This design comes from an exercise in tuning for small area, a short achievable clock period and few clock cycles per item on the open sky130 flow, not from production work.
RTL that was checked went through simulation tests only; none was proved equivalent to the original.
No functional check of the RTL was part of runs 1 to 3.
No activity file was given, so power comes from the tool's default toggle rates.

### design/flow/design.v
`default_nettype none
package cpuArchPkg;
    typedef logic [7:0] dataWord;      
    typedef logic [7:0] progAddress;   
    typedef logic [1:0] regIndex;      
    typedef enum logic [3:0] {
        opAnd = 4'b0000,
        opOr  = 4'b0001,
        opNot = 4'b0010,
        opAdd = 4'b0011,
        opSub = 4'b0100,
        opLsr = 4'b0101,
        opLsl = 4'b0110,
        opInc = 4'b0111,
        opDec = 4'b1000,
        opBra = 4'b1001,
        opMov = 4'b1011,
        opLd  = 4'b1100
    } opcode;
    typedef struct packed {
        opcode      code;        
        logic [3:0] dst;         
        logic [3:0] srcFirst;    
        logic [3:0] srcSecond;   
    } instruction;
    typedef struct packed {
        dataWord r1;
        dataWord r2;
        dataWord r3;
        dataWord r4;
    } registerView;
endpackage
`default_nettype wire
`default_nettype none
package cpuControlPkg;
    typedef enum logic [3:0] {
        aluPassA   = 4'b0000,
        aluPassImm = 4'b0001,
        aluNot     = 4'b0010,
        aluAdd     = 4'b0100,
        aluSub     = 4'b0101,
        aluAnd     = 4'b0111,
        aluOr      = 4'b1000,
        aluLsl     = 4'b1011,
        aluLsr     = 4'b1100
    } aluOp;
    typedef enum logic [1:0] {
        rfHold      = 2'b00,
        rfLoad      = 2'b01,
        rfDecrement = 2'b10,
        rfIncrement = 2'b11
    } regFunc;
    typedef enum logic [1:0] {
        stIdle,
        stFetchLow,
        stFetchHigh,
        stExecute
    } seqState;
    typedef struct packed {
        regFunc  regFn;
        logic [1:0] target;    
        logic [1:0] srcA;
        logic [1:0] srcB;
        aluOp    op;
        logic [7:0] immediate;   
        logic    pcLoad;
    } controlWord;
endpackage
`default_nettype wire
`timescale 1ns/1ps
`default_nettype none
module programMemory
(
    input  logic       clock,
    input  logic       progWrite,
    input  logic [7:0] progAddr,
    input  logic [7:0] progData,
    input  logic [6:0] rowE,
    input  logic [6:0] rowO,
    output logic [7:0] byteE,
    output logic [7:0] byteO,
    output logic       braE,    
    output logic       braO     
);
    logic [7:0] memE [128];
    logic [7:0] memO [128];
    always_ff @(posedge clock) begin
        if (progWrite && !progAddr[0]) memE[progAddr[7:1]] <= progData;
        if (progWrite &&  progAddr[0]) memO[progAddr[7:1]] <= progData;
    end
    logic [127:0] selE, selO;
    always_comb begin
        selE = '0;
        selO = '0;
        selE[rowE] = 1'b1;
        selO[rowO] = 1'b1;
    end
    always_comb begin
        byteE = '0;
        byteO = '0;
        for (int i = 0; i < 128; i++) begin
            byteE = byteE | (memE[i] & {8{selE[i]}});
            byteO = byteO | (memO[i] & {8{selO[i]}});
        end
    end
    assign braE = (byteE[7:4] == 4'h9);
    assign braO = (byteO[7:4] == 4'h9);
endmodule
`default_nettype wire
`timescale 1ns/1ps
`default_nettype none
module cpuTop
(
    input  logic       clock,
    input  logic       arstN,
    input  logic       progWrite,
    input  logic [7:0] progAddr,
    input  logic [7:0] progData,
    input  logic       run,
    output logic [31:0] regs,          
    output logic [7:0] pc,
    output logic            instrDone
);
    logic       wrQ;
    logic [7:0] wrAddrQ, wrDataQ;
    always_ff @(posedge clock) begin
        wrQ     <= progWrite;
        wrAddrQ <= progAddr;
        wrDataQ <= progData;
    end
    logic [7:0] fetchPc;
    logic [6:0] rowE;       
    logic       running;    
    logic       starting;   
    logic [7:0] byteE, byteO;
    logic       braE, braO;
    programMemory i_programMemory (
        .clock     (clock),
        .progWrite (wrQ),
        .progAddr  (wrAddrQ),
        .progData  (wrDataQ),
        .rowE      (rowE),
        .rowO      (fetchPc[7:1]),
        .byteE     (byteE),
        .byteO     (byteO),
        .braE      (braE),
        .braO      (braO)
    );
    logic [7:0] fetchLo;
    logic [6:0] fetchLoInc;   
    logic [6:0] incE, incO;
    logic       isBra;
    assign incE       = byteE[7:1] + 7'd1;
    assign incO       = byteO[7:1] + 7'd1;
    assign fetchLo    = fetchPc[0] ? byteO : byteE;
    assign fetchLoInc = fetchPc[0] ? incO : incE;
    assign isBra      = fetchPc[0] ? braE : braO;
    logic go;
    assign go = starting || (run && (running || !wrQ));
    logic [7:0] braPc, seqPc;
    logic [6:0] braRowE, seqRowE;
    assign braPc   = go ? fetchLo : fetchPc;
    assign seqPc   = go ? fetchPc + 8'd2 : fetchPc;
    assign braRowE = go ? (fetchLo[0] ? fetchLoInc : fetchLo[7:1]) : rowE;
    assign seqRowE = go ? rowE + 7'd1 : rowE;
    always_ff @(posedge clock) begin
        if (!arstN) begin
            fetchPc <= '0;
            rowE    <= '0;
        end else begin
            fetchPc <= isBra ? braPc : seqPc;
            rowE    <= isBra ? braRowE : seqRowE;
        end
    end
    always_ff @(posedge clock or negedge arstN) begin
        if (!arstN) begin
            running  <= 1'b0;
            starting <= 1'b0;
        end else begin
            running  <= go;
            starting <= !running && !starting && run && wrQ;
        end
    end
    logic [15:0] ir;
    logic [7:0]  pcQ;
    always_ff @(posedge clock) begin
        ir <= fetchPc[0] ? {byteE, byteO} : {byteO, byteE};
    end
    always_ff @(posedge clock or negedge arstN) begin
        if (!arstN) pcQ <= '0;
        else        pcQ <= fetchPc;   
    end
    assign pc        = pcQ;
    assign instrDone = running;
    logic [3:0] op;
    logic [1:0] d, a, b;
    logic [7:0] imm;
    assign op  = ir[15:12];
    assign d   = ir[9:8];
    assign a   = ir[5:4];
    assign b   = ir[1:0];
    assign imm = ir[7:0];
    logic [7:0] r [4];
    logic [7:0] opA, opB, addB, sum, result;
    logic       cin;
    assign opA = r[a];
    assign opB = r[b];
    always_comb begin
        case (op)
            4'h4:    begin addB = ~opB;   cin = 1'b1; end   
            4'h7:    begin addB = 8'h01;  cin = 1'b0; end   
            4'h8:    begin addB = 8'hFF;  cin = 1'b0; end   
            default: begin addB = opB;    cin = 1'b0; end   
        endcase
    end
    logic [7:0] g0, p0, gk, pk, gn, pn;
    logic [8:0] carry;
    always_comb begin
        g0 = opA & addB;
        p0 = opA ^ addB;
        gk = g0;
        pk = p0;
        for (int s = 1; s < 8; s = s * 2) begin
            gn = gk;
            pn = pk;
            for (int i = s; i < 8; i++) begin
                gn[i] = gk[i] | (pk[i] & gk[i - s]);
                pn[i] = pk[i] & pk[i - s];
            end
            gk = gn;
            pk = pn;
        end
        carry[0] = cin;
        for (int i = 0; i < 8; i++) carry[i + 1] = gk[i] | (pk[i] & cin);
        sum = p0 ^ carry[7:0];
    end
    always_comb begin
        case (op)
            4'h0:    result = opA & opB;
            4'h1:    result = opA | opB;
            4'h2:    result = ~opA;
            4'h5:    result = {1'b0, opA[7:1]};
            4'h6:    result = {opA[6:0], 1'b0};
            4'hC:    result = imm;
            4'hB:    result = opA;
            default: result = sum;   
        endcase
    end
    logic       wr;
    logic [1:0] dst;
    assign wr  = running && (op <= 4'h8 || op == 4'hB || op == 4'hC);
    assign dst = (op == 4'h7 || op == 4'h8) ? a : d;
    for (genvar i = 0; i < 4; i++) begin : gReg
        always_ff @(posedge clock or negedge arstN) begin
            if (!arstN)                          r[i] <= '0;
            else if (wr && dst == 2'(i))         r[i] <= result;
        end
    end
    assign regs = {r[0], r[1], r[2], r[3]};
endmodule
`default_nettype wire
### design/flow/flow/run.sh
#!/bin/bash
# Own layout flow: the standard ORFS flow (standard.sh), except that the
# synthesis maps the combinational logic with an area-oriented ABC script
# (abc.script beside this file). Registers, SDC and clock are unchanged.
set -euo pipefail
here=$(cd "$(dirname "$0")" && pwd)
mkdir -p scripts_own
cp -r "$FLOW_HOME/scripts/." scripts_own/
cp "$here/abc.script" scripts_own/abc_area.script
bash standard.sh SCRIPTS_DIR="$PWD/scripts_own" ABC_AREA=1 finish > run_make.log 2>&1
### design/flow/flow/abc.script
&get -n
&st
&syn2
&dch
&nf -R 1000
&put
### design/flow/standard.sh
#!/bin/bash
# synth_recipe.tcl (not shown) runs the flow's synth.tcl, then flattens the netlist and writes it again
# the make line also repeats each setting of config.mk as NAME=value (left out here)
make -C /OpenROAD-flow-scripts/flow DESIGN_CONFIG=/design/flow/config.mk WORK_HOME=/design/flow/orfs CLKGATE_MAP_FILE= SYNTH_SCRIPT=/design/flow/synth_recipe.tcl "${@:-finish}"
### design/flow/config.mk
export PLATFORM = sky130hd
export DESIGN_NAME = cpuTop
export DESIGN_NICKNAME = cpuTop
export VERILOG_FILES = /design/flow/design.v
export SDC_FILE = /design/flow/constraint.sdc
export NUM_CORES = 4
export LEC_CHECK = 0
export CAP_MARGIN = 20
export CORE_MARGIN = 2
export CORE_UTILIZATION = 40
export CTS_CLUSTER_DIAMETER = 100
export CTS_CLUSTER_SIZE = 25
export SETUP_SLACK_MARGIN = 5
export SLEW_MARGIN = 20
### design/flow/constraint.sdc
create_clock -name core_clock -period 9.0 [get_ports {clock}]
set_input_delay 1.8000 -clock core_clock [delete_from_list [all_inputs] [get_ports {clock}]]
set_output_delay 1.8000 -clock core_clock [all_outputs]
set_load 0.01 [all_outputs]
==> results of run 1 <==
## per-layer routing
| metal | wire length, um | vias to the layer above | share of wire |
|---|---|---|---|
| li1 | - | 20150 | - |
| met1 | 114300 | 27190 | 0.35 |
| met2 | 141500 | 4699 | 0.44 |
| met3 | 45850 | 962 | 0.14 |
| met4 | 23190 | 14 | 0.071 |
| met5 | 356 | - | 0.0011 |
## placed cells by master (no fill, tap or decap), types with 99 or more instances in the layout
cell,instances
edfxtp_1,2048
buf_4,405
nor2_1,367
a22oi_1,316
a222oi_1,210
nand2_1,198
nor2_2,147
a22o_1,138
nand4_1,136
a221oi_1,117
clkbuf_16,99
## per-stage QoR
stage                     hold WS, ps  power, W  setup WS, ps
after floorplan                 404.1   0.01420          4910
after global placement          418.0   0.01692          2060
after detailed placement        422.6   0.01695          2083
after CTS                       412.7   0.02400          4200
after global routing            424.0   0.02566          4110
final                           432.5   0.02527          4075
## power by group through the flow
| stage | registers (W) | logic [W] | clock network, W |
|---|---|---|---|
| final | 0.0113 | 0.00864 | 0.00528 |
| after global routing | 0.0114 | 0.00873 | 0.00557 |
| after CTS | 0.0113 | 0.00741 | 0.00526 |
| after detailed placement | 0.0115 | 0.00542 | 0 |
| after global placement | 0.0115 | 0.00539 | 0 |
| after floorplan | 0.0115 | 0.00267 | 0 |
## final cells by class
| type | count | area share |
|---|---|---|
| repair buffers | 531 | 0.04924 |
| clock inverters | 15 | 0.002330 |
| well taps | 2624 | 0.03554 |
| inverters | 10 | 0.0006096 |
| clock buffers | 145 | 0.02869 |
| diodes | 8 | 0.0002167 |
| flip-flops and latches | 2136 | 0.6880 |
| multi-input cells | 2339 | 0.1953 |
## state kept, by name (all words and copies together), names as in the netlist, 7 cells and up
signal                flops
wrAddrQ                   8
rowE                      7
i_programMemory.memE   1024
fetchPc                   8
r                        32
pcQ                       8
i_programMemory.memO   1024
ir                       14
wrDataQ                   8
## how the worst max path moves through the flow
| stage | start | end | slack, ps | cells past startpoint |
|---|---|---|---|---|
| floorplan | rowE[1]$_SDFFE_PN0N_ | rowE[2]$_SDFFE_PN0N_ | 4910 | 19 |
| global placement | rowE[0]$_SDFFE_PN0N_ | rowE[2]$_SDFFE_PN0N_ | 2060 | 18 |
| detailed placement | rowE[1]$_SDFFE_PN0N_ | rowE[2]$_SDFFE_PN0N_ | 2080 | 18 |
| CTS | rowE[1]$_SDFFE_PN0N_ | rowE[2]$_SDFFE_PN0N_ | 4200 | 24 |
| global route | rowE[0]$_SDFFE_PN0N_ | rowE[2]$_SDFFE_PN0N_ | 4110 | 25 |
| finish | rowE[0]$_SDFFE_PN0N_ | rowE[6]$_SDFFE_PN0N_ | 4070 | 23 |
## timing repair
item | in CTS | in global routing
setup endpoints to repair | 41 | 37
cloned | 3 | 1
pin swaps | 103 | 94
buffers inserted | 111 | 80
gates resized for setup | 445 | 183
## cells by family (layout without fill, tap and decap cells)
| kind of cell | Yosys count | after routing | synth area share |
|---|---|---|---|
| simple gates | 1188 | 1192 | 0.06752 |
| mux | 64 | 64 | 0.01119 |
| other cells | 0 | 8 | 0 |
| fa+ha+maj | 19 | 19 | 0.003120 |
| compound gates | 1028 | 1028 | 0.1063 |
| buf+inv | 10 | 701 | 0.0004775 |
| xor+xnor | 36 | 36 | 0.004011 |
| flops | 2136 | 2136 | 0.8074 |
==> summary.txt, run 1 <==
Status
  – Outcome: finished clean

Yosys
  – Synth top cells by count: edfxtp_1, nor2_1, a22oi_1, nand2_1, a222oi_1
  – Synth async-reset ratio: 0.01966
  – Netlist cell types: between 40 and 50
  – Most numerous cell in the Yosys netlist: edfxtp_1
  – Syn_nets: about 4.5k
  – Post-synthesis sequential area ratio: 0.8074
  – Post-synthesis cell area: slightly below 80000 um^2
  – Top cells by area, synth: edfxtp_1, a22oi_1, nor2_1
  – Top cell type's share of synthesized area: 0.7823
  – Synth area leader: edfxtp_1
  – Post-synthesis average cell area: 17.54 um^2
  – Flops & latches, synth: approximately 2.1k
  – Predominant post-synthesis flop cell: edfxtp_1
  – EDFF count, synth: 2048
  – Warnings from Yosys: 3
  – Post-Synthesis Cells: 4481

CTS
  – CTS tree: yes
  – CTS max path bufs: 3
  – Root buf cell: clkbuf_16
  – CTS H-tree depth: 3
  – Clk sinks: roughly 2.1k
  – Clock Pin Slew Worst Setup and Hold Paths: approximately 100 ps
  – Worst-skew pair later-pin latency: roughly 830 ps
  – Cts bufs inserted: slightly below 100
  – Cts hold-fix bufs: 0

Global route
  – First-pass GRT wire length: 430.1 mm
  – Met3 global-route usage: 0.09857
  – Met1 track demand over resource: 0.4135
  – Met2 Use GR: 0.4741
  – Layer with the highest usage: met2
  – Grt total ovfl: 0
  – Number of global-route vias before repair: between 40k and 50k
  – All-layer global routing usage: 0.3179
  – Largest net degree at the start of global routing: 99
  – Antenna violations before repair: 11

Placement
  – HPWL Detailed: about 220 mm
  – GPL Wtd Cong: around 1.1
  – Placed cell area: 84930 um^2
  – Placed cells: 7441
  – Port Buffer Count: 60

Die
  – Row Count: 162
  – Die area: ~200000 um^2
  – Initial core utilization: 0.4027
  – CORE AREA: approximately 200000 um^2
  – Io pins: 61
  – Die span in y: approximately 450 um
  – Die X: about 450 um

Cells and area
  – Fill cells: about 16k
  – Post-layout util: 0.4732
  – Share of layout cells above drive strength 1: 0.2129
  – Multi-input gate area: between 15000 and 20000 um^2
  – Fin area: between 90000 and 100000 um^2
  – Syn-to-layout area delta: 17.50%
  – Post-layout nets: a little over 5k
  – Cell Count, Final, Fillers Out: 7808
  – Reg area: 63550 um^2

Routing
  – Detailed-route wire length per cell: approximately 42 um
  – Number of detailed-route iterations in the first pass: 9
  – 1st-iter DRT viols: 10.76k
  – Drt via density: 6.789
  – Detailed-route DRC error count: 0
  – Post-Route WL: around 330 mm
  – Antenna viol nets, final: 0
  – Vias: roughly 53k

STA
  – Final period util: 0.5473
  – Worst Skew: about 54 ps
  – Setup TNS: 0 ps
  – Worst slew margin: 0.1490
  – Fin. max-slew vios: 0
  – FMAX: 0.2030 GHz
  – RSZ-0062 raised after global routing: true
  – Setup violations, final: 0
  – Tightest Pin Transition: roughly 1300 ps
  – Minimum clock period: roughly 4900 ps
  – Endpoints failing hold: 0

Worst setup path
  – R2r startpoint: rowE[0]$_SDFFE_PN0N_
  – Crit Path Max Fanout: 4
  – Setup crit end kind: flip-flop
  – Reg-to-Reg End: rowE[6]$_SDFFE_PN0N_
  – Crit path kind: reg2reg
  – Crit-path cells: clkinv_4 > ha_4 > nand2b_4 > nor4_4 > buf_6 > xnor2_4 > nor2_4 > nand2_4 > buf_6 > nor2_2 > buf_6 > a222oi_1 > nand4_1 > nor4_2 > and3_4 > mux2i_4 > and2_4 > nand2_2 > clkinv_2 > nand4_1 > xnor2_1 > o21ai_1 > a21oi_1
  – Setup slack, reg-to-reg: 4070 ps
  – CP peak stage delay: ~1100 ps
  – Cell depth of the worst flop-to-flop path: 23
  – Crit path buf inv count: 5
  – WP data required: roughly 9700 ps
  – Cell mode on critical path: buf_6
  – Slowest cell on crit path: a222oi_1
  – CP arrival: 5620 ps
  – Crit path max-delay family: simple AND/OR/NAND/NOR gates
  – Critical path launch point type: flip-flop

Flow run
  – Max_cap viols: 0

Power and ir drop
  – Clock share of power: 0.209
  – Static Leak: around 29 nW
  – Comb power frac: 0.342
  – Seq pwr share: 0.449
  – Cell-internal power: between 0.015 and 0.02 W
  – Psw: a little under 0.009 W
  – Power per Cell Area: 273.6 nW/um^2
  – Maximum vdd drop: roughly 0.39 mV
  – Sw Ratio: 0.3486

Worst hold path
  – Min-delay worst type: reg2reg
  – Hold path endpoint: starting$_DFF_PN0_
  – Hold Startpoint: starting$_DFF_PN0_
  – Hold depth: 1
==> run 2: changes to the inputs <==
--- a/design/flow/design.v
+++ b/design/flow/design.v
@@ -80,5 +80,3 @@
     output logic [7:0] byteE,
-    output logic [7:0] byteO,
-    output logic       braE,    
-    output logic       braO     
+    output logic [7:0] byteO
 );
@@ -90,19 +88,4 @@
     end
-    logic [127:0] selE, selO;
-    always_comb begin
-        selE = '0;
-        selO = '0;
-        selE[rowE] = 1'b1;
-        selO[rowO] = 1'b1;
-    end
-    always_comb begin
-        byteE = '0;
-        byteO = '0;
-        for (int i = 0; i < 128; i++) begin
-            byteE = byteE | (memE[i] & {8{selE[i]}});
-            byteO = byteO | (memO[i] & {8{selO[i]}});
-        end
-    end
-    assign braE = (byteE[7:4] == 4'h9);
-    assign braO = (byteO[7:4] == 4'h9);
+    assign byteE = memE[rowE];
+    assign byteO = memO[rowO];
 endmodule
@@ -130,8 +113,10 @@
     end
-    logic [7:0] fetchPc;
-    logic [6:0] rowE;       
-    logic       running;    
-    logic       starting;   
-    logic [7:0] byteE, byteO;
-    logic       braE, braO;
+    logic [7:0]  fetchPc;
+    logic [6:0]  rowE;       
+    logic        running;    
+    logic        bubble;     
+    logic        starting;   
+    logic [7:0]  byteE, byteO;
+    logic [15:0] ir;         
+    logic [7:0]  pcQ;
     programMemory i_programMemory (
@@ -144,31 +129,15 @@
         .byteE     (byteE),
-        .byteO     (byteO),
-        .braE      (braE),
-        .braO      (braO)
+        .byteO     (byteO)
     );
-    logic [7:0] fetchLo;
-    logic [6:0] fetchLoInc;   
-    logic [6:0] incE, incO;
-    logic       isBra;
-    assign incE       = byteE[7:1] + 7'd1;
-    assign incO       = byteO[7:1] + 7'd1;
-    assign fetchLo    = fetchPc[0] ? byteO : byteE;
-    assign fetchLoInc = fetchPc[0] ? incO : incE;
-    assign isBra      = fetchPc[0] ? braE : braO;
-    logic go;
-    assign go = starting || (run && (running || !wrQ));
-    logic [7:0] braPc, seqPc;
-    logic [6:0] braRowE, seqRowE;
-    assign braPc   = go ? fetchLo : fetchPc;
-    assign seqPc   = go ? fetchPc + 8'd2 : fetchPc;
-    assign braRowE = go ? (fetchLo[0] ? fetchLoInc : fetchLo[7:1]) : rowE;
-    assign seqRowE = go ? rowE + 7'd1 : rowE;
+    logic       exBra;     
+    logic       stopped;
+    logic       advance;   
+    logic [7:0] target;
+    assign exBra   = running && (ir[15:12] == 4'h9);
+    assign target  = ir[7:0];
+    assign stopped = !running && !bubble && !starting;
+    assign advance = bubble || starting || (running && !exBra && run) ||
+                     (stopped && run && !wrQ);
     always_ff @(posedge clock) begin
-        if (!arstN) begin
-            fetchPc <= '0;
-            rowE    <= '0;
-        end else begin
-            fetchPc <= isBra ? braPc : seqPc;
-            rowE    <= isBra ? braRowE : seqRowE;
-        end
+        ir <= fetchPc[0] ? {byteE, byteO} : {byteO, byteE};
     end
@@ -176,17 +145,21 @@
         if (!arstN) begin
+            fetchPc  <= '0;
+            rowE     <= '0;
             running  <= 1'b0;
+            bubble   <= 1'b0;
             starting <= 1'b0;
+            pcQ      <= '0;
         end else begin
-            running  <= go;
-            starting <= !running && !starting && run && wrQ;
+            running  <= advance;
+            bubble   <= exBra && run;
+            starting <= stopped && run && wrQ;
+            if (exBra) begin
+                fetchPc <= target;
+                rowE    <= target[7:1] + 7'(target[0]);
+            end else if (advance) begin
+                fetchPc <= fetchPc + 8'd2;
+                rowE    <= rowE + 7'd1;
+            end
+            pcQ <= exBra ? target : fetchPc;
         end
-    end
-    logic [15:0] ir;
-    logic [7:0]  pcQ;
-    always_ff @(posedge clock) begin
-        ir <= fetchPc[0] ? {byteE, byteO} : {byteO, byteE};
-    end
-    always_ff @(posedge clock or negedge arstN) begin
-        if (!arstN) pcQ <= '0;
-        else        pcQ <= fetchPc;   
     end
==> design/flow/flow/run.sh (replaced) <==
#!/bin/bash
# Own layout flow: the standard ORFS flow (standard.sh) with a tighter
# timing-repair target (setup margin) and plain buffers on the ports. Same
# SDC and clock period.
set -euo pipefail
bash standard.sh SETUP_SLACK_MARGIN=5.6 'BUFFER_PORTS_ARGS=-buffer_cell sky130_fd_sc_hd__buf_4' finish > run_make.log 2>&1
--- a/design/flow/config.mk
+++ b/design/flow/config.mk
@@ -12,3 +12,2 @@
 export CTS_CLUSTER_SIZE = 25
-export SETUP_SLACK_MARGIN = 5
 export SLEW_MARGIN = 20
removed: design/flow/flow/abc.script
==> run 2 against run 1 <==
- still clean
- sequential cell count grew 1
- clock power shrank 4%
- design area is 0.69% lower
- total power up 4.7%
- global-route usage fell by 12 points
- clock-buffer cell count shrank 17
- sequential power about the same
==> summary.txt, run 2 <==
STA
  – Setup violations, final: 0 (unchanged)
  – Final period util: 0.3876 (was 0.5473)
  – Endpoints failing hold: 0 (unchanged)
  – Setup TNS: 0 ps (unchanged)
  – Tightest Pin Transition: 1256 ps (was 1272 ps)
  – Worst Skew: 35.76 ps (was 53.99 ps)
  – Final worst slack: 5511 ps (was 4075 ps)
  – Minimum clock period: 3489 ps (was 4925 ps)
  – Fin. max-slew vios: 0 (unchanged)
  – RSZ-0062 raised after global routing: true (unchanged)
  – Worst slew margin: 0.1608 (was 0.1490)
  – FMAX: 0.2866 GHz (was 0.2030 GHz)

CTS
  – Clock Pin Slew Worst Setup and Hold Paths: 100 ps (about the same)
  – Worst-skew pair later-pin latency: 770 ps (was 830 ps)
  – CTS tree: yes (unchanged)
  – Clk sinks: 2137 (was 2136)
  – Root buf cell: clkbuf_16 (unchanged)
  – CTS H-tree depth: 3 (unchanged)
  – CTS max path bufs: 3 (unchanged)
  – Cts bufs inserted: 97 (was 98)
  – Cts hold-fix bufs: 0 (unchanged)

Worst setup path
  – Crit path kind: reg2reg (unchanged)
  – Setup crit end kind: flip-flop (unchanged)
  – CP peak stage delay: 480 ps (was 1060 ps)
  – Slowest cell on crit path: a2111o_1 (was a222oi_1)
  – WP data required: 9670 ps (was 9690 ps)
  – CP arrival: 4150 ps (was 5620 ps)
  – Crit path buf inv count: 3 (was 5)
  – Critical path launch point type: flip-flop (unchanged)
  – Crit-path cells: buf_4 > ha_4 > a222oi_1 > nand2_1 > o21ai_4 > a21oi_2 > a21oi_2 > o21ai_1 > ha_1 > buf_4 > buf_6 > nand4_1 > nand3_1 > xor2_1 > a2111o_1 > mux2_4 (was clkinv_4 > ha_4 > nand2b_4 > nor4_4 > buf_6 > xnor2_4 > nor2_4 > nand2_4 > buf_6 > nor2_2 > buf_6 > a222oi_1 > nand4_1 > nor4_2 > and3_4 > mux2i_4 > and2_4 > nand2_2 > clkinv_2 > nand4_1 > xnor2_1 > o21ai_1 > a21oi_1)
  – Crit Path Max Fanout: 8 (was 4)
  – Setup slack, reg-to-reg: 5510 ps (was 4070 ps)
  – Crit path max-delay family: compound AO/OA/AOI/OAI gates (was simple AND/OR/NAND/NOR gates)

Power and ir drop
  – Comb power frac: 0.377 (was 0.342)
  – Sw Ratio: 0.3472 (was 0.3486)
  – Seq pwr share: 0.431 (was 0.449)
  – Maximum vdd drop: 0.2145 mV (was 0.3949 mV)
  – Static Leak: 27.87 nW (was 28.57 nW)
  – Cell-internal power: 0.01728 W (was 0.01646 W)
  – Clock share of power: 0.192 (was 0.209)
  – Psw: 0.009188 W (was 0.008809 W)
  – Power per Cell Area: 288.5 nW/um^2 (was 273.6 nW/um^2)

Worst hold path
  – Min-delay worst type: reg2reg (unchanged)

Global route
  – All-layer global routing usage: 0.1981 (was 0.3179)
  – First-pass GRT wire length: 309.1 mm (was 430.1 mm)
  – Largest net degree at the start of global routing: 229 (was 99)
  – Number of global-route vias before repair: 41.68k (was 48.45k)
  – Antenna violations before repair: 6 (was 11)
  – Grt total ovfl: 0 (unchanged)

Yosys
  – Top cells by area, synth: edfxtp_1, mux4_2, dfrtp_1 (was edfxtp_1, a22oi_1, nor2_1)
  – Post-synthesis average cell area: 19.91 um^2 (was 17.54 um^2)
  – Most numerous cell in the Yosys netlist: edfxtp_1 (unchanged)
  – Post-Synthesis Cells: 4231 (was 4481)
  – Post-synthesis xor/xnor area fraction: 0.002184 (was 0.004011)
  – Syn_nets: 4266 (was 4520)
  – Synth area leader: edfxtp_1 (unchanged)
  – Mux contribution to synthesized area: 0.1488 (was 0.01119)
  – Netlist cell types: 81 (was 46)
  – EDFF count, synth: 2048 (unchanged)
  – Post-synthesis sequential area ratio: 0.7548 (was 0.8074)
  – Largest family of logic cells by synthesized area: multiplexers (was compound AO/OA/AOI/OAI gates)
  – Post-synthesis adder-cell area fraction: 0.002555 (was 0.003120)
  – Flops & latches, synth: 2137 (was 2136)
  – Top cell type's share of synthesized area: 0.7302 (was 0.7823)
  – Compound-gate portion of the synthesized area: 0.04225 (was 0.1063)
  – Warnings from Yosys: 3 (unchanged)
  – Post-synthesis cell area: 84220 um^2 (was 78610 um^2)
  – Synth top cells by count: edfxtp_1, mux4_2, nor2_1, clkbuf_1, mux2i_1 (was edfxtp_1, nor2_1, a22oi_1, nand2_1, a222oi_1)
  – Post-Synth Simple-Gate Area: 0.03317 (was 0.06752)
  – Predominant post-synthesis flop cell: edfxtp_1 (unchanged)
  – Synth async-reset ratio: 0.02714 (was 0.01966)

Placement
  – Post-Place Worst Slack: 4502 ps (was 2083 ps)
  – GPL Wtd Cong: 0.8526 (was 1.097)
  – Placed cells: 6912 (was 7441)
  – HPWL Detailed: 126.1 mm (was 221.2 mm)
  – Placed cell area: 87710 um^2 (was 84930 um^2)
  – Port Buffer Count: 60 (unchanged)

Routing
  – Detailed-route wire length per cell: 30.59 um (was 41.65 um)
  – Antenna viol nets, final: 0 (unchanged)
  – Detailed-route DRC error count: 0 (unchanged)
  – Number of detailed-route iterations in the first pass: 8 (was 9)
  – Drt via density: 5.948 (was 6.789)
  – 1st-iter DRT viols: 5453 (was 10.76k)
  – Post-Route WL: 217.3 mm (was 325.2 mm)
  – Vias: 42.27k (was 53.01k)

Flow run
  – Max_cap viols: 0 (unchanged)

Die
  – Die X: 462.9 um (was 447.3 um)
  – CORE AREA: 209400 um^2 (was 195200 um^2)
  – Io pins: 61 (unchanged)
  – Die area: 214200 um^2 (was 200100 um^2)
  – Row Count: 168 (was 162)
  – Initial core utilization: 0.4023 (was 0.4027)
  – Die span in y: 462.9 um (was 447.3 um)

Status
  – Outcome: finished clean (unchanged)

Cells and area
  – Commonest non-fill, non-tap cell in the layout: edfxtp_1 (unchanged)
  – Cell Count, Final, Fillers Out: 7106 (was 7808)
  – Syn-to-layout area delta: 8.915% (was 17.50%)
  – Most frequent cells in the layout: edfxtp_1, mux4_2, nor2_1, buf_4, mux2i_1 (was edfxtp_1, buf_4, nor2_1, a22oi_1, a222oi_1)
  – Share of layout cells above drive strength 1: 0.2180 (was 0.2129)
  – Fill cells: 17.94k (was 16.45k)
  – Fin area: 91730 um^2 (was 92370 um^2)
  – Post-layout nets: 4296 (was 5155)
run 2: cell count changes after synthesis, moves of 36 or more:
cell,previous run,this run
mux4_2,16,467
nor2_1,562,322
a22oi_1,331,115
a222oi_1,210,9
a221oi_1,164,22
clkbuf_1,0,139
nand2_1,248,112
nand4_1,136,9
mux2i_1,17,137
a22o_1,140,23
buf_2,0,56
mux2_2,0,53
nor4_1,45,9
run 2: power groups by stage:
stage | clock, W | combinational [W] | sequential (W)
after floorplan | 0 | 0.00608 | 0.0115
after global placement | 0 | 0.00891 | 0.0118
after detailed placement | 0 | 0.00893 | 0.0118
after CTS | 0.00517 | 0.00962 | 0.0114
after global routing | 0.00548 | 0.0105 | 0.0114
final | 0.00508 | 0.00998 | 0.0114
run 2: logic make-up after synthesis:
logic type      after synthesis
mux                         661
compound gates              498
fa+ha+maj                    17
simple gates                621
buf+inv                     276
xor+xnor                     21
flops                      2137
run 2: area by class of cell:
class | count | area, um^2 | area share
clock inverter | 9 | 107.6 | 0.001173
timing repair buffer | 189 | 2031 | 0.02214
multi-input combinational | 1818 | 19760 | 0.2155
tap | 2805 | 3510 | 0.03826
sequential | 2137 | 63630 | 0.6937
clock buffer | 128 | 2608 | 0.02843
antenna | 2 | 5.005 | 0.00005456
inverter | 17 | 67.56 | 0.0007366
timing repair inverter | 1 | 5.005 | 0.00005456
run 2: timing repair:
item / 4_1_cts / 5_1_grt
endpoints found under the setup margin: 133 / 161
gates cloned: 6 / 1
pin swaps: 4 / 25
buffers inserted: 32 / 12
gates resized for setup: 65 / 65
run 2: path summary, 6_finish.rpt:
| path | startpoint | to | cells after the start |
|---|---|---|---|
| max in group asynchronous | arstN | fetchPc[1]$_DFFE_PN0P_ | 1 |
| worst max register to register | ir[0]$_DFF_P_ | r[0][3]$_DFFE_PN0P_ | 16 |
| worst max-delay path | ir[0]$_DFF_P_ | r[0][3]$_DFFE_PN0P_ | 16 |
| min in group asynchronous | arstN | r[2][5]$_DFFE_PN0P_ | 1 |
| worst min register to register | bubble$_DFF_PN0_ | starting$_DFF_PN0_ | 1 |
| worst min-delay path | bubble$_DFF_PN0_ | starting$_DFF_PN0_ | 1 |
run 2: per-stage QoR:
stage	total power, W	util	hold WS [ps]
floorplan	0.01761	-	409.7
global placement	0.02067	0.4189	415.7
detailed placement	0.02070	0.4189	432.2
CTS	0.02622	0.4357	446.1
global route	0.02738	0.4381	480.3
finish	0.02646	0.4381	446.9
run 2: layer usage:
metal  global-route usage  vias to the layer above  wire [um]  share of wire
li1                     -                    17440          -              -
met1               0.2881                    22720      92100           0.42
met2               0.3146                     1818     103000           0.47
met3              0.02803                      287      16070          0.074
met4              0.05229                        6       6146          0.028
met5                    0                        -         41        0.00019
==> run 3: changes to the inputs <==
--- a/design/flow/design.v
+++ b/design/flow/design.v
@@ -113,2 +113,3 @@
     end
+    localparam int BTB = 2;
     logic [7:0]  fetchPc;
@@ -120,2 +121,4 @@
     logic [15:0] ir;         
+    logic [7:0]  irPc;       
+    logic        irPred;     
     logic [7:0]  pcQ;
@@ -131,3 +134,20 @@
     );
+    logic           btbValid [BTB];
+    logic [7:0]     btbPc    [BTB];
+    logic [7:0]     btbTgt   [BTB];
+    logic [$clog2(BTB > 1 ? BTB : 2)-1:0] btbNext;
+    logic       hit;
+    logic [7:0] hitTgt;
+    always_comb begin
+        hit     = 1'b0;
+        hitTgt  = '0;
+        for (int i = 0; i < BTB; i++) begin
+            if (btbValid[i] && btbPc[i] == fetchPc) begin
+                hit     = 1'b1;
+                hitTgt  = hitTgt | btbTgt[i];
+            end
+        end
+    end
     logic       exBra;     
+    logic       redirect;  
     logic       stopped;
@@ -135,9 +155,14 @@
     logic [7:0] target;
-    assign exBra   = running && (ir[15:12] == 4'h9);
-    assign target  = ir[7:0];
-    assign stopped = !running && !bubble && !starting;
-    assign advance = bubble || starting || (running && !exBra && run) ||
-                     (stopped && run && !wrQ);
-    always_ff @(posedge clock) begin
-        ir <= fetchPc[0] ? {byteE, byteO} : {byteO, byteE};
+    logic [6:0] targetRowE;
+    assign exBra      = running && (ir[15:12] == 4'h9);
+    assign redirect   = exBra && !irPred;
+    assign target     = ir[7:0];
+    assign targetRowE = target[7:1] + 7'(target[0]);
+    assign stopped    = !running && !bubble && !starting;
+    assign advance    = bubble || starting || (running && !redirect && run) ||
+                        (stopped && run && !wrQ);
+    always_ff @(posedge clock) begin
+        ir     <= fetchPc[0] ? {byteE, byteO} : {byteO, byteE};
+        irPc   <= fetchPc;
+        irPred <= hit;
     end
@@ -153,12 +178,29 @@
             running  <= advance;
-            bubble   <= exBra && run;
+            bubble   <= redirect && run;
             starting <= stopped && run && wrQ;
-            if (exBra) begin
+            if (redirect) begin
                 fetchPc <= target;
-                rowE    <= target[7:1] + 7'(target[0]);
+                rowE    <= targetRowE;
             end else if (advance) begin
-                fetchPc <= fetchPc + 8'd2;
-                rowE    <= rowE + 7'd1;
+                fetchPc <= hit ? hitTgt : fetchPc + 8'd2;
+                rowE    <= hit ? hitTgt[7:1] + 7'(hitTgt[0]) : rowE + 7'd1;
             end
             pcQ <= exBra ? target : fetchPc;
+        end
+    end
+    always_ff @(posedge clock or negedge arstN) begin
+        if (!arstN) begin
+            for (int i = 0; i < BTB; i++) btbValid[i] <= 1'b0;
+            btbNext <= '0;
+        end else if (wrQ) begin
+            for (int i = 0; i < BTB; i++) btbValid[i] <= 1'b0;
+        end else if (redirect) begin
+            btbValid[btbNext] <= 1'b1;
+            btbNext <= (BTB > 1) ? btbNext + 1'b1 : '0;
+        end
+    end
+    always_ff @(posedge clock) begin
+        if (redirect && !wrQ) begin
+            btbPc[btbNext]   <= irPc;
+            btbTgt[btbNext]  <= target;
         end
==> run 3 against run 2 <==
- synthesized cell count fell by 0.83%
- register-to-register slack got worse by 140 ps
- wire length fell by 1.5%
- sequential power barely moved
- sequential cell count rose by 44
- still clean
- critical endpoint is now i_programMemory.memO[60][3]$_DFFE_PP_
==> summary.txt, run 3 <==
Global route
  – Number of global-route vias before repair: 41.27k (was 41.68k)
  – Layer with the highest usage: met2 (unchanged)
  – First-pass GRT wire length: 305.4 mm (was 309.1 mm)
  – Grt total ovfl: 0 (unchanged)
  – Largest net degree at the start of global routing: 189 (was 229)
  – All-layer global routing usage: 0.1919 (was 0.1981)
  – Antenna violations before repair: 6 (unchanged)
  – Met3 global-route usage: 0.02603 (was 0.02803)
  – Met1 track demand over resource: 0.2806 (was 0.2881)
  – Met2 Use GR: 0.3014 (was 0.3146)

Power and ir drop
  – Static Leak: 28.81 nW (was 27.87 nW)
  – Power per Cell Area: 282.0 nW/um^2 (was 288.5 nW/um^2)
  – Maximum vdd drop: 0.1830 mV (was 0.2145 mV)

Placement
  – HPWL Detailed: 123.9 mm (was 126.1 mm)
  – GPL Wtd Cong: 0.8678 (was 0.8526)
  – Port Buffer Count: 60 (unchanged)
  – Post-Place Worst Slack: 4595 ps (was 4502 ps)
  – Placed cells: 6918 (was 6912)
  – Placed cell area: 89720 um^2 (was 87710 um^2)

Worst setup path
  – Slowest cell on crit path: nor2_1 (was a2111o_1)
  – Crit-path cells: inv_1 > nor3b_1 > nand2_2 > nor2_1 (was buf_4 > ha_4 > a222oi_1 > nand2_1 > o21ai_4 > a21oi_2 > a21oi_2 > o21ai_1 > ha_1 > buf_4 > buf_6 > nand4_1 > nand3_1 > xor2_1 > a2111o_1 > mux2_4)
  – Crit path max-delay family: simple AND/OR/NAND/NOR gates (was compound AO/OA/AOI/OAI gates)
  – R2r startpoint: wrQ$_DFF_P_ (was ir[0]$_DFF_P_)
  – Setup crit end kind: flip-flop (unchanged)
  – Crit path kind: reg2reg (unchanged)
  – WP data required: 9390 ps (was 9670 ps)
  – CP startpoint: wrQ$_DFF_P_ (was ir[0]$_DFF_P_)
  – Critical path launch point type: flip-flop (unchanged)
  – Crit path buf inv count: 1 (was 3)
  – Crit Path Max Fanout: 16 (was 8)
  – CP arrival: 4020 ps (was 4150 ps)
  – CP peak stage delay: 880 ps (was 480 ps)

Yosys
  – Top cell type's share of synthesized area: 0.7239 (was 0.7302)
  – Syn_nets: 4233 (was 4266)
  – Most numerous cell in the Yosys netlist: edfxtp_1 (unchanged)
  – Top cells by area, synth: edfxtp_1, mux4_2, dfrtp_1 (unchanged)
  – Predominant post-synthesis flop cell: edfxtp_1 (unchanged)
  – Post-synthesis cell area: 86280 um^2 (was 84220 um^2)
  – Netlist cell types: 78 (was 81)
  – Synth async-reset ratio: 0.02797 (was 0.02714)
  – Post-Synthesis Cells: 4196 (was 4231)
  – Synth area leader: edfxtp_1 (unchanged)
  – Flops & latches, synth: 2181 (was 2137)
  – Post-synthesis sequential area ratio: 0.7509 (was 0.7548)
  – Synth top cells by count: edfxtp_1, mux4_2, nor2_1, mux2i_1, nand2_1 (was edfxtp_1, mux4_2, nor2_1, clkbuf_1, mux2i_1)
  – Post-synthesis average cell area: 20.56 um^2 (was 19.91 um^2)
  – EDFF count, synth: 2080 (was 2048)
  – Warnings from Yosys: 4 (was 3)

Cells and area
  – Post-layout nets: 4284 (was 4296)
  – Reg area: 64850 um^2 (was 63630 um^2)
  – Multi-input gate area: 20430 um^2 (was 19760 um^2)
  – Most frequent cells in the layout: edfxtp_1, mux4_2, nor2_1, buf_4, mux2i_1 (unchanged)
  – Commonest non-fill, non-tap cell in the layout: edfxtp_1 (unchanged)
  – Cell Count, Final, Fillers Out: 7136 (was 7106)
  – Share of layout cells above drive strength 1: 0.2320 (was 0.2180)
  – Syn-to-layout area delta: 8.971% (was 8.915%)
  – Fill cells: 18.14k (was 17.94k)
  – Fin area: 94020 um^2 (was 91730 um^2)

Die
  – Die X: 468.4 um (was 462.9 um)
  – Die area: 219400 um^2 (was 214200 um^2)
  – Io pins: 61 (unchanged)
  – CORE AREA: 214400 um^2 (was 209400 um^2)
  – Initial core utilization: 0.4024 (was 0.4023)
  – Die span in y: 468.4 um (was 462.9 um)
  – Row Count: 170 (was 168)

CTS
  – Worst-skew pair later-pin latency: 780 ps (was 770 ps)
  – Cts hold-fix bufs: 0 (unchanged)
  – Clock Pin Slew Worst Setup and Hold Paths: 110 ps (was 100 ps)
  – Root buf cell: clkbuf_16 (unchanged)
  – Clk sinks: 2181 (was 2137)
  – CTS max path bufs: 3 (unchanged)
  – Cts bufs inserted: 99 (was 97)
  – CTS tree: yes (unchanged)
  – CTS H-tree depth: 3 (unchanged)

Worst hold path
  – Hold Startpoint: bubble$_DFF_PN0_ (unchanged)
  – Min-delay worst type: reg2reg (unchanged)

Routing
  – Number of detailed-route iterations in the first pass: 6 (was 8)
  – 1st-iter DRT viols: 5518 (was 5453)
  – Post-Route WL: 214.0 mm (was 217.3 mm)
  – Vias: 41.97k (was 42.27k)
  – Detailed-route wire length per cell: 29.99 um (was 30.59 um)
  – Antenna viol nets, final: 0 (unchanged)
  – Detailed-route DRC error count: 0 (unchanged)
  – Drt via density: 5.881 (was 5.948)

STA
  – Minimum clock period: 3626 ps (was 3489 ps)
  – Fin. max-slew vios: 0 (unchanged)
  – Final worst slack: 5374 ps (was 5511 ps)
  – Endpoints failing hold: 0 (unchanged)
  – Setup violations, final: 0 (unchanged)
  – Worst Skew: 34.21 ps (was 35.76 ps)
  – Final period util: 0.4029 (was 0.3876)
  – RSZ-0062 raised after global routing: true (unchanged)
  – Setup TNS: 0 ps (unchanged)
  – FMAX: 0.2758 GHz (was 0.2866 GHz)
  – Worst slew margin: 0.1124 (was 0.1608)
  – Tightest Pin Transition: 1331 ps (was 1256 ps)

Status
  – Outcome: finished clean (unchanged)

Flow run
  – Max_cap viols: 0 (unchanged)
[run 3: changes by cell type after synthesis, sizes merged, moves of 22 or more]
cell | before | now
a22oi | 115 | 25
a21oi | 76 | 47
mux2 | 57 | 34
clkbuf | 139 | 106
buf | 120 | 142
edfxtp | 2048 | 2080
mux4 | 467 | 567
[run 3: cell families (layout without fill, tap and decap cells)]
logic type / Yosys count / count (layout) / synth area share
AO/OA/AOI/OAI: 340 / 340 / 0.02594
XOR/XNOR: 34 / 34 / 0.003451
adder cells (fa/ha/maj): 24 / 24 / 0.003364
buffers and inverters: 269 / 370 / 0.01617
flip-flops: 2181 / 2181 / 0.7509
multiplexers: 741 / 741 / 0.1696
other: 0 / 1 / 0
AND/OR/NAND/NOR: 607 / 607 / 0.03053
[run 3: timing repair]
action                                 CTS  global route
setup endpoints to repair              168           272
endpoints found under the hold margin    0             0
setup buffers                           32            19
pin swaps                                3            24
gates cloned                             9             5
gates resized for setup                 76            51
[run 3: stage by stage]
step,total power [W],utilization,hold slack [ps]
floorplan,0.01786,-,342.2
global placement,0.02059,0.4184,406.9
detailed placement,0.02061,0.4185,416.0
CTS,0.02641,0.4363,434.4
global route,0.02749,0.4385,444.8
finish,0.02652,0.4385,426.0
[run 3: final cells by class]
cell class,count,share of cell area
Antenna cell,1,0.00002662
Clock buffer,143,0.02901
Clock inverter,8,0.0009715
Inverter,21,0.0009981
Multi-Input combinational cell,1746,0.2173
Sequential cell,2181,0.6898
Tap cell,2838,0.03777
Timing Repair Buffer,198,0.02410
[run 3: worst paths after layout]
path                                                         endpoint  slack [ps]  depth (start not counted)
worst max-delay path            i_programMemory.memO[60][3]$_DFFE_PP_        5370                          4
worst min-delay path                               starting$_DFF_PN0_         430                          1
worst max register to register  i_programMemory.memO[60][3]$_DFFE_PP_        5370                          4
worst min register to register                     starting$_DFF_PN0_         430                          1
max in group asynchronous                      fetchPc[2]$_DFFE_PN0P_        7260                          1
min in group asynchronous                           running$_DFF_PN0_        1140                          1
[run 3: routing by layer]
metal | vias up | part of all wire
met4 | 4 | 0.029
met1 | 22680 | 0.43
li1 | 17350 | -
met5 | - | 0.00013
met2 | 1689 | 0.47
met3 | 239 | 0.071
[run 3: worst register-to-register path, delay by kind of cell, from the launching register on]
kind                   cells  cell delay, ps
buffers and inverters      1             350
DFF                        1             600
and+or+nand+nor            3            2310
[run 3: report_power, final]
| part | internal (W) | total [W] | leakage (nW) | switching [W] |
|---|---|---|---|---|
| Clock | 0.00213 | 0.00520 | 1.36 | 0.00307 |
| Sequential | 0.0113 | 0.0117 | 19.8 | 0.000357 |
| Combinational | 0.00431 | 0.00962 | 7.69 | 0.00531 |
| Total | 0.0178 | 0.0265 | 28.8 | 0.00873 |
==> run 4: changes to the inputs <==
--- a/design/flow/design.v
+++ b/design/flow/design.v
@@ -137,3 +137,3 @@
     logic [7:0]     btbTgt   [BTB];
-    logic [$clog2(BTB > 1 ? BTB : 2)-1:0] btbNext;
+    logic           btbNext;   
     logic       hit;
@@ -198,3 +198,3 @@
             btbValid[btbNext] <= 1'b1;
-            btbNext <= (BTB > 1) ? btbNext + 1'b1 : '0;
+            btbNext <= !btbNext;
         end
==> run 4 against run 3 <==
- sequential power hardly changed
- still clean on timing, DRC and antenna
- critical endpoint is now i_programMemory.memO[24][3]$_DFFE_PP_
- sequential cell count stayed put
- worst setup slack better by 180 ps
- maximum frequency is 5.1% higher
==> summary.txt, run 4 <==
Power and ir drop
  – Power per Cell Area: 284.1 nW/um^2 (was 282.0 nW/um^2)
  – Psw: 0.008705 W (was 0.008732 W)
  – Sw Ratio: 0.3239 (was 0.3293)
  – Cell-internal power: 0.01817 W (was 0.01778 W)
  – Static Leak: 28.71 nW (was 28.81 nW)
  – Clock share of power: 0.195 (was 0.196)
  – Maximum vdd drop: 0.2024 mV (was 0.1830 mV)
  – Comb power frac: 0.371 (was 0.363)
  – Seq pwr share: 0.434 (was 0.441)

Worst setup path
  – Crit Path Max Fanout: 16 (unchanged)
  – Critical path launch point type: flip-flop (unchanged)
  – Crit path buf inv count: 2 (was 1)
  – Crit-path cells: inv_1 > nor3b_1 > nand2_1 > buf_4 > nor2_1 (was inv_1 > nor3b_1 > nand2_2 > nor2_1)
  – Setup crit end kind: flip-flop (unchanged)
  – Cell depth of the worst flop-to-flop path: 5 (was 4)
  – CP arrival: 3820 ps (was 4020 ps)
  – WP data required: 9370 ps (was 9390 ps)
  – Cell count along the critical path: 5 (was 4)
  – Slowest cell on crit path: dfxtp_1 (was nor2_1)
  – Crit path kind: reg2reg (unchanged)
  – CP peak stage delay: 850 ps (was 880 ps)
  – Crit path max-delay family: simple AND/OR/NAND/NOR gates (unchanged)

Placement
  – HPWL Detailed: 123.9 mm (about the same)
  – GPL Wtd Cong: 0.8466 (was 0.8678)
  – Port Buffer Count: 60 (unchanged)
  – Placed cell area: 89580 um^2 (was 89720 um^2)

STA
  – Fin. max-slew vios: 0 (unchanged)
  – Hold WS: 441.3 ps (was 426.0 ps)
  – FMAX: 0.2898 GHz (was 0.2758 GHz)
  – Minimum clock period: 3450 ps (was 3626 ps)
  – RSZ-0062 raised after global routing: true (unchanged)
  – Final period util: 0.3834 (was 0.4029)
  – Endpoints failing hold: 0 (unchanged)
  – Setup TNS: 0 ps (unchanged)
  – Tightest Pin Transition: 1132 ps (was 1331 ps)
  – Worst slew margin: 0.2431 (was 0.1124)
  – Setup violations, final: 0 (unchanged)
  – Worst Skew: 49.80 ps (was 34.21 ps)

Routing
  – Vias: 41.02k (was 41.97k)
  – Post-Route WL: 211.4 mm (was 214.0 mm)
  – Number of detailed-route iterations in the first pass: 6 (unchanged)
  – Antenna viol nets, final: 0 (unchanged)
  – Detailed-route wire length per cell: 30.05 um (was 29.99 um)
  – Detailed-route DRC error count: 0 (unchanged)
  – 1st-iter DRT viols: 4918 (was 5518)
  – Drt via density: 5.831 (was 5.881)

Global route
  – Largest net degree at the start of global routing: 205 (was 189)
  – Number of global-route vias before repair: 40.86k (was 41.27k)
  – All-layer global routing usage: 0.1901 (was 0.1919)
  – First-pass GRT wire length: 301.0 mm (was 305.4 mm)
  – Antenna violations before repair: 7 (was 6)
  – Grt total ovfl: 0 (unchanged)

Yosys
  – Netlist cell types: 66 (was 78)
  – Top cell type's share of synthesized area: 0.7268 (was 0.7239)
  – Post-synthesis average cell area: 21.33 um^2 (was 20.56 um^2)
  – Most numerous cell in the Yosys netlist: edfxtp_1 (unchanged)
  – Synth area leader: edfxtp_1 (unchanged)
  – Synth top cells by count: edfxtp_1, mux4_2, nor2_1, clkbuf_1, nand2_1 (was edfxtp_1, mux4_2, nor2_1, mux2i_1, nand2_1)
  – Flops & latches, synth: 2181 (unchanged)
  – Post-Synth Simple-Gate Area: 0.02731 (was 0.03053)
  – Post-synthesis cell area: 85930 um^2 (was 86280 um^2)
  – Largest family of logic cells by synthesized area: multiplexers (unchanged)
  – Post-synthesis sequential area ratio: 0.7539 (was 0.7509)
  – Post-synthesis xor/xnor area fraction: 0.003465 (was 0.003451)
  – Top cells by area, synth: edfxtp_1, mux4_2, dfrtp_1 (unchanged)
  – Synth async-reset ratio: 0.02797 (unchanged)
  – EDFF count, synth: 2080 (unchanged)
  – Predominant post-synthesis flop cell: edfxtp_1 (unchanged)
  – Post-Synthesis Cells: 4029 (was 4196)
  – Warnings from Yosys: 4 (unchanged)
  – Mux contribution to synthesized area: 0.1799 (was 0.1696)
  – Syn_nets: 4066 (was 4233)
  – Post-synthesis adder-cell area fraction: 0.002796 (was 0.003364)
  – Compound-gate portion of the synthesized area: 0.01948 (was 0.02594)

Die
  – Die X: 467.5 um (was 468.4 um)
  – CORE AREA: 214000 um^2 (was 214400 um^2)
  – Die span in y: 467.5 um (was 468.4 um)
  – Row Count: 170 (unchanged)
  – Die area: 218600 um^2 (was 219400 um^2)
  – Io pins: 61 (unchanged)
  – Initial core utilization: 0.4016 (was 0.4024)

Worst hold path
  – Hold depth: 0 (was 1)
  – Min-delay worst type: reg2reg (unchanged)

CTS
  – CTS tree: yes (unchanged)
  – CTS max path bufs: 3 (unchanged)
  – Root buf cell: clkbuf_16 (unchanged)
  – Clk sinks: 2181 (unchanged)
  – Clock Pin Slew Worst Setup and Hold Paths: 100 ps (was 110 ps)
  – Worst-skew pair later-pin latency: 790 ps (was 780 ps)
  – CTS H-tree depth: 3 (unchanged)
  – Cts bufs inserted: 99 (unchanged)

Flow run
  – Max_cap viols: 0 (unchanged)

Status
  – Outcome: finished clean (unchanged)

Cells and area
  – Post-layout nets: 4170 (was 4284)
  – Share of layout cells above drive strength 1: 0.2733 (was 0.2320)
  – Fin area: 94580 um^2 (was 94020 um^2)
  – Syn-to-layout area delta: 10.06% (was 8.971%)
  – Commonest non-fill, non-tap cell in the layout: edfxtp_1 (unchanged)
  – Most frequent cells in the layout: edfxtp_1, mux4_2, nor2_1, buf_4, nand2_1 (was edfxtp_1, mux4_2, nor2_1, buf_4, mux2i_1)
  – Fill cells: 18.07k (was 18.14k)
  – Post-layout util: 0.4420 (was 0.4385)
-- run 4: cell types whose count changed after synthesis, sizes merged, moves of 12 or more --
cell / before / now
mux4: 567 / 651
nor4: 1 / 13
a31oi: 23 / 6
clkbuf: 106 / 120
mux2i: 140 / 31
buf: 142 / 109
nor2: 335 / 317
o22ai: 42 / 16
-- run 4: layout make-up --
cell class	count	area, um^2	share of cell area
clock inverter	11	142.6	0.001508
antenna	4	10.01	0.0001058
sequential	2181	64860	0.6857
clock buffer	150	2721	0.02877
timing repair inverter	1	7.507	0.00007937
timing repair buffer	231	2721	0.02877
multi-input combinational	1590	20440	0.2161
tap	2838	3551	0.03754
inverter	29	132.6	0.001402
-- run 4: logic make-up (layout without fill, tap and decap cells) --
| group | Yosys count | count (layout) |
|---|---|---|
| AO/OA/AOI/OAI | 257 | 257 |
| buffers and inverters | 258 | 422 |
| other | 0 | 4 |
| XOR/XNOR | 34 | 34 |
| AND/OR/NAND/NOR | 555 | 555 |
| multiplexers | 725 | 725 |
| flip-flops | 2181 | 2181 |
| adder cells (fa/ha/maj) | 19 | 19 |
-- run 4: power groups by stage --
stage | Combinational (W) | Sequential (W) | Clock [W]
after floorplan | 0.00599 | 0.0118 | 0
after global placement | 0.00848 | 0.0121 | 0
after detailed placement | 0.00853 | 0.0121 | 0
after CTS | 0.00963 | 0.0117 | 0.00533
after global routing | 0.0105 | 0.0117 | 0.00567
final | 0.00998 | 0.0117 | 0.00523
-- run 4: final timing paths --
path                                       from                               endpoint  slack, ps
worst max-delay path                wrQ$_DFF_P_  i_programMemory.memO[24][3]$_DFFE_PP_       5550
worst min-delay path            irPc[0]$_DFF_P_                  btbPc[0][0]$_DFFE_PP_        440
min in group asynchronous                 arstN                    r[0][5]$_DFFE_PN0P_       1120
worst max register to register      wrQ$_DFF_P_  i_programMemory.memO[24][3]$_DFFE_PP_       5550
max in group asynchronous                 arstN                 fetchPc[2]$_DFFE_PN0P_       7250
worst min register to register  irPc[0]$_DFF_P_                  btbPc[0][0]$_DFFE_PP_        440
-- run 4: worst register-to-register path: cells and delay by family (launching register included) --
kind	cells	cell delay, ps
buffers and inverters	2	640
and+or+nand+nor	3	1560
DFF	1	850
-- run 4: per-stage QoR --
stage          std cells  total power, W  worst slack [ps]
6_report            7035         0.02687              5550
5_1_grt             7033         0.02786              5404
4_1_cts             6981         0.02663              5339
3_5_place_dp        6770         0.02062              4124
2_1_floorplan       4029         0.01779              5655
3_3_place_gp        6770         0.02057              4109
-- run 4: repair_timing --
item                                    4_1_cts  5_1_grt
hold buffers                                  0        0
resized for setup                           125       67
setup buffers                                37       42
gates cloned                                 13        7
endpoints found under the setup margin      180      205
pin swaps                                    15       25
-- run 4: metal layers --
metal / part of all wire / vias up / global-route usage
li1: - / 16910 / -
met1: 0.43 / 22310 / 0.2795
met2: 0.48 / 1589 / 0.3026
met3: 0.068 / 208 / 0.02226
met4: 0.024 / 4 / 0.05068
met5: 0.000099 / - / 0
Testbench counts of run 4, summed over its fixed seeds: cycles 10,023, instrs 9,600.
==> run 5: changes to the inputs <==
==> design/flow/flow/run.sh (replaced) <==
#!/bin/bash
# Own layout flow: the standard ORFS flow (standard.sh) with a tighter
# timing-repair target (setup margin) and plain buffers on the ports. Same
# SDC and clock period.
set -euo pipefail
bash standard.sh SETUP_SLACK_MARGIN=6.0 'BUFFER_PORTS_ARGS=-buffer_cell sky130_fd_sc_hd__buf_4' finish > run_make.log 2>&1
==> run 5 against run 4 <==
- still clean on timing, DRC and antenna
- final cell count grew 1.5%
- clock skew shrank 1.2 ps
- hold slack lost 9.0 ps
- wire length grew 3.7%
- register-to-register slack gained 70 ps
- largest power group unchanged
- critical path type unchanged
- worst setup slack gained 75 ps
==> summary.txt, run 5 <==
Cells and area
  – Post-layout nets: 4280 (was 4170)
  – Fill cells: 17.80k (was 18.07k)
  – Commonest non-fill, non-tap cell in the layout: edfxtp_1 (unchanged)
  – Cell Count, Final, Fillers Out: 7143 (was 7035)
  – Syn-to-layout area delta: 12.97% (was 10.06%)
  – Post-layout util: 0.4537 (was 0.4420)
  – Most frequent cells in the layout: edfxtp_1, mux4_2, buf_4, nor2_2, nor2_1 (was edfxtp_1, mux4_2, nor2_1, buf_4, nand2_1)
  – Share of layout cells above drive strength 1: 0.3472 (was 0.2733)

STA
  – Final period util: 0.3751 (was 0.3834)
  – Hold WS: 432.4 ps (was 441.3 ps)
  – FMAX: 0.2963 GHz (was 0.2898 GHz)
  – Fin. max-slew vios: 0 (unchanged)
  – Worst Skew: 48.62 ps (was 49.80 ps)
  – Endpoints failing hold: 0 (unchanged)
  – Tightest Pin Transition: 1304 ps (was 1132 ps)
  – Setup violations, final: 0 (unchanged)
  – RSZ-0062 raised after global routing: true (unchanged)
  – Worst slew margin: 0.1309 (was 0.2431)
  – Minimum clock period: 3376 ps (was 3450 ps)
  – Setup TNS: 0 ps (unchanged)

Routing
  – Detailed-route DRC error count: 0 (unchanged)
  – Drt via density: 5.876 (was 5.831)
  – Number of detailed-route iterations in the first pass: 6 (unchanged)
  – Post-Route WL: 219.2 mm (was 211.4 mm)
  – 1st-iter DRT viols: 4856 (was 4918)
  – Vias: 41.97k (was 41.02k)
  – Antenna viol nets, final: 0 (unchanged)
  – Detailed-route wire length per cell: 30.69 um (was 30.05 um)

Global route
  – Largest net degree at the start of global routing: 204 (was 205)
  – Number of global-route vias before repair: 41.36k (was 40.86k)
  – Antenna violations before repair: 1 (was 7)
  – Grt total ovfl: 0 (unchanged)
  – First-pass GRT wire length: 310.2 mm (was 301.0 mm)
  – All-layer global routing usage: 0.1967 (was 0.1901)

Power and ir drop
  – Seq pwr share: 0.416 (was 0.434)
  – Comb power frac: 0.398 (was 0.371)
  – Total power: 0.02802 W (was 0.02687 W)
  – Maximum vdd drop: 0.2000 mV (was 0.2024 mV)
  – Cell-internal power: 0.01883 W (was 0.01817 W)
  – Sw Ratio: 0.3279 (was 0.3239)
  – Clock share of power: 0.186 (was 0.195)
  – Static Leak: 29.63 nW (was 28.71 nW)
  – Power per Cell Area: 288.6 nW/um^2 (was 284.1 nW/um^2)
  – Psw: 0.009189 W (was 0.008705 W)

Placement
  – GPL Wtd Cong: 0.8169 (was 0.8466)
  – HPWL Detailed: 122.1 mm (was 123.9 mm)
  – Port Buffer Count: 60 (unchanged)
  – Placed cells: 6759 (was 6770)

Die
  – Die X: 467.5 um (unchanged)
  – Die area: 218600 um^2 (unchanged)
  – CORE AREA: 214000 um^2 (unchanged)
  – Die span in y: 467.5 um (unchanged)
  – Io pins: 61 (unchanged)
  – Row Count: 170 (unchanged)
  – Initial core utilization: 0.4016 (unchanged)

CTS
  – Clock Pin Slew Worst Setup and Hold Paths: 110 ps (was 100 ps)
  – Cts hold-fix bufs: 0 (unchanged)
  – Worst-skew pair later-pin latency: 780 ps (was 790 ps)
  – CTS tree: yes (unchanged)
  – Cts bufs inserted: 98 (was 99)
  – Clk sinks: 2181 (unchanged)
  – CTS max path bufs: 3 (unchanged)
  – Root buf cell: clkbuf_16 (unchanged)
  – CTS H-tree depth: 3 (unchanged)

Worst setup path
  – Crit Path Max Fanout: 7 (was 16)
  – Crit-path cells: inv_4 > ha_4 > a222oi_1 > nand2_1 > o21ai_4 > nand2_1 > a21oi_1 > o21ai_1 > ha_1 > nand2_2 > o211ai_1 > a31oi_2 > o21bai_1 > xnor2_1 > o21ai_2 > mux2_4 (was inv_1 > nor3b_1 > nand2_1 > buf_4 > nor2_1)
  – Crit path kind: reg2reg (unchanged)
  – Cell mode on critical path: nand2_1
  – CP peak stage delay: 460 ps (was 850 ps)
  – Slowest cell on crit path: dfxtp_4 (was dfxtp_1)
  – CP arrival: 4030 ps (was 3820 ps)
  – Critical path launch point type: flip-flop (unchanged)
  – Crit path max-delay family: compound AO/OA/AOI/OAI gates (was simple AND/OR/NAND/NOR gates)
  – Setup crit end kind: flip-flop (unchanged)
  – WP data required: 9650 ps (was 9370 ps)
  – Crit path buf inv count: 1 (was 2)

Yosys
  – Netlist cell types: 66 (unchanged)
  – Predominant post-synthesis flop cell: edfxtp_1 (unchanged)
  – Syn_nets: 4066 (unchanged)
  – Post-synthesis average cell area: 21.33 um^2 (unchanged)
  – Synth async-reset ratio: 0.02797 (unchanged)
  – Top cells by area, synth: edfxtp_1, mux4_2, dfrtp_1 (unchanged)
  – Post-Synthesis Cells: 4029 (unchanged)
  – Most numerous cell in the Yosys netlist: edfxtp_1 (unchanged)
  – Top cell type's share of synthesized area: 0.7268 (unchanged)
  – EDFF count, synth: 2080 (unchanged)
  – Flops & latches, synth: 2181 (unchanged)
  – Synth top cells by count: edfxtp_1, mux4_2, nor2_1, clkbuf_1, nand2_1 (unchanged)
  – Warnings from Yosys: 4 (unchanged)
  – Synth area leader: edfxtp_1 (unchanged)
  – Post-synthesis cell area: 85930 um^2 (unchanged)
  – Post-synthesis sequential area ratio: 0.7539 (unchanged)

Flow run
  – Max_cap viols: 0 (unchanged)

Status
  – Outcome: finished clean (unchanged)

Worst hold path
  – Min-delay worst type: reg2reg (unchanged)
run 5: cell counts after synthesis:
Identical to the previous run, type by type.
run 5: area by class of cell:
cell class                 count  area (um^2)  area share
timing repair buffer         340         4177     0.04302
antenna                        2        5.005  0.00005155
sequential                  2181        64860      0.6681
clock buffer                 149         2696     0.02777
tap                         2838         3551     0.03658
multi-input combinational   1590        21490      0.2213
clock inverter                11        132.6    0.001366
timing repair inverter         3        18.77   0.0001933
inverter                      29        156.4    0.001611
run 5: stage by stage:
stage	area [um^2]	worst slack, ps
floorplan	86080	6005
global placement	89670	4521
detailed placement	89700	4427
CTS	95510	5696
global route	97080	5471
finish	97080	5624
run 5: cell families after synthesis:
| group | share of synthesized area |
|---|---|
| XOR/XNOR | 0.003465 |
| AO/OA/AOI/OAI | 0.01948 |
| multiplexers | 0.1799 |
| adder cells (fa/ha/maj) | 0.002796 |
| flip-flops | 0.7539 |
| buffers and inverters | 0.01316 |
| AND/OR/NAND/NOR | 0.02732 |
run 5: repair_timing:
item,CTS,global route
pin swaps,39,42
resized for setup,333,182
setup buffers,110,72
gates cloned,25,14
endpoints found under the setup margin,1021,1204
run 5: power by group through the flow:
stage / sequential (W) / clock [W] / combinational, W
4_1_cts: 0.0116 / 0.00533 / 0.0104
3_5_place_dp: 0.0121 / 0 / 0.00859
3_3_place_gp: 0.0120 / 0 / 0.00858
6_report: 0.0116 / 0.00523 / 0.0111
2_1_floorplan: 0.0118 / 0 / 0.00604
5_1_grt: 0.0117 / 0.00564 / 0.0117
run 5: per-layer routing:
metal	global-route usage	routed length, um	part of all wire
met1	0.2898	94210	0.43
met2	0.3100	104100	0.48
met3	0.02903	15920	0.073
met4	0.04707	4948	0.023
met5	0	0	0
run 5: worst paths after layout:
kind	depth (start not counted)	slack, ps	to	start
setup reg to reg	16	5620	r[0][7]$_DFFE_PN0P_	ir[0]$_DFF_P_
hold reg to reg	0	430	btbPc[0][0]$_DFFE_PP_	irPc[0]$_DFF_P_
hold / removal	0	430	btbPc[0][0]$_DFFE_PP_	irPc[0]$_DFF_P_
max in group asynchronous	1	7260	rowE[2]$_DFFE_PN0P_	arstN
setup / recovery	16	5620	r[0][7]$_DFFE_PN0P_	ir[0]$_DFF_P_
min in group asynchronous	1	1110	pcQ[7]$_DFF_PN0_	arstN

==> afterwards: timing with drivers on the ports <==
In the flow no input, the clock included, has a driving cell. The finished layouts below were timed again as built, in two steps. Step 1 assumes that a clkbuf_16 drives the clock port and a buf_2 every other input. Step 2 adds t to the input delays and takes it off the output delays; t is the mean of the earliest and latest rising clock arrival at the registers after step 1. Input paths then give back, and output paths get back, about the clock's delay inside the block. Slacks: no drivers / after step 1 / after step 2; pairs: no drivers / after step 1.
run | shift t [ns] | setup slack, ns | clock arrival spread, ns | worst slew at a driven data input, ns | cell pins on the clock port's net
run 1 | 0.884 | 4.075 / 4.075 / 4.075 | 0.058 / 0.058 | 0.05 | 1
run 2 | 0.849 | 5.511 / 5.511 / 5.511 | 0.041 / 0.041 | 0.04 | 1
run 3 | 0.847 | 5.374 / 5.374 / 5.374 | 0.041 / 0.041 | 0.08 | 1
run 4 | 0.855 | 5.550 / 5.550 / 5.377 | 0.050 / 0.050 | 0.11 | 1
run 5 | 0.843 | 5.624 / 5.624 / 5.624 | 0.050 / 0.050 | 0.10 | 1
After both steps every run listed still meets setup and hold. The setup slack of run 4, which loses most, moves by 0.000 ns with the drivers and by -0.173 ns with both steps.
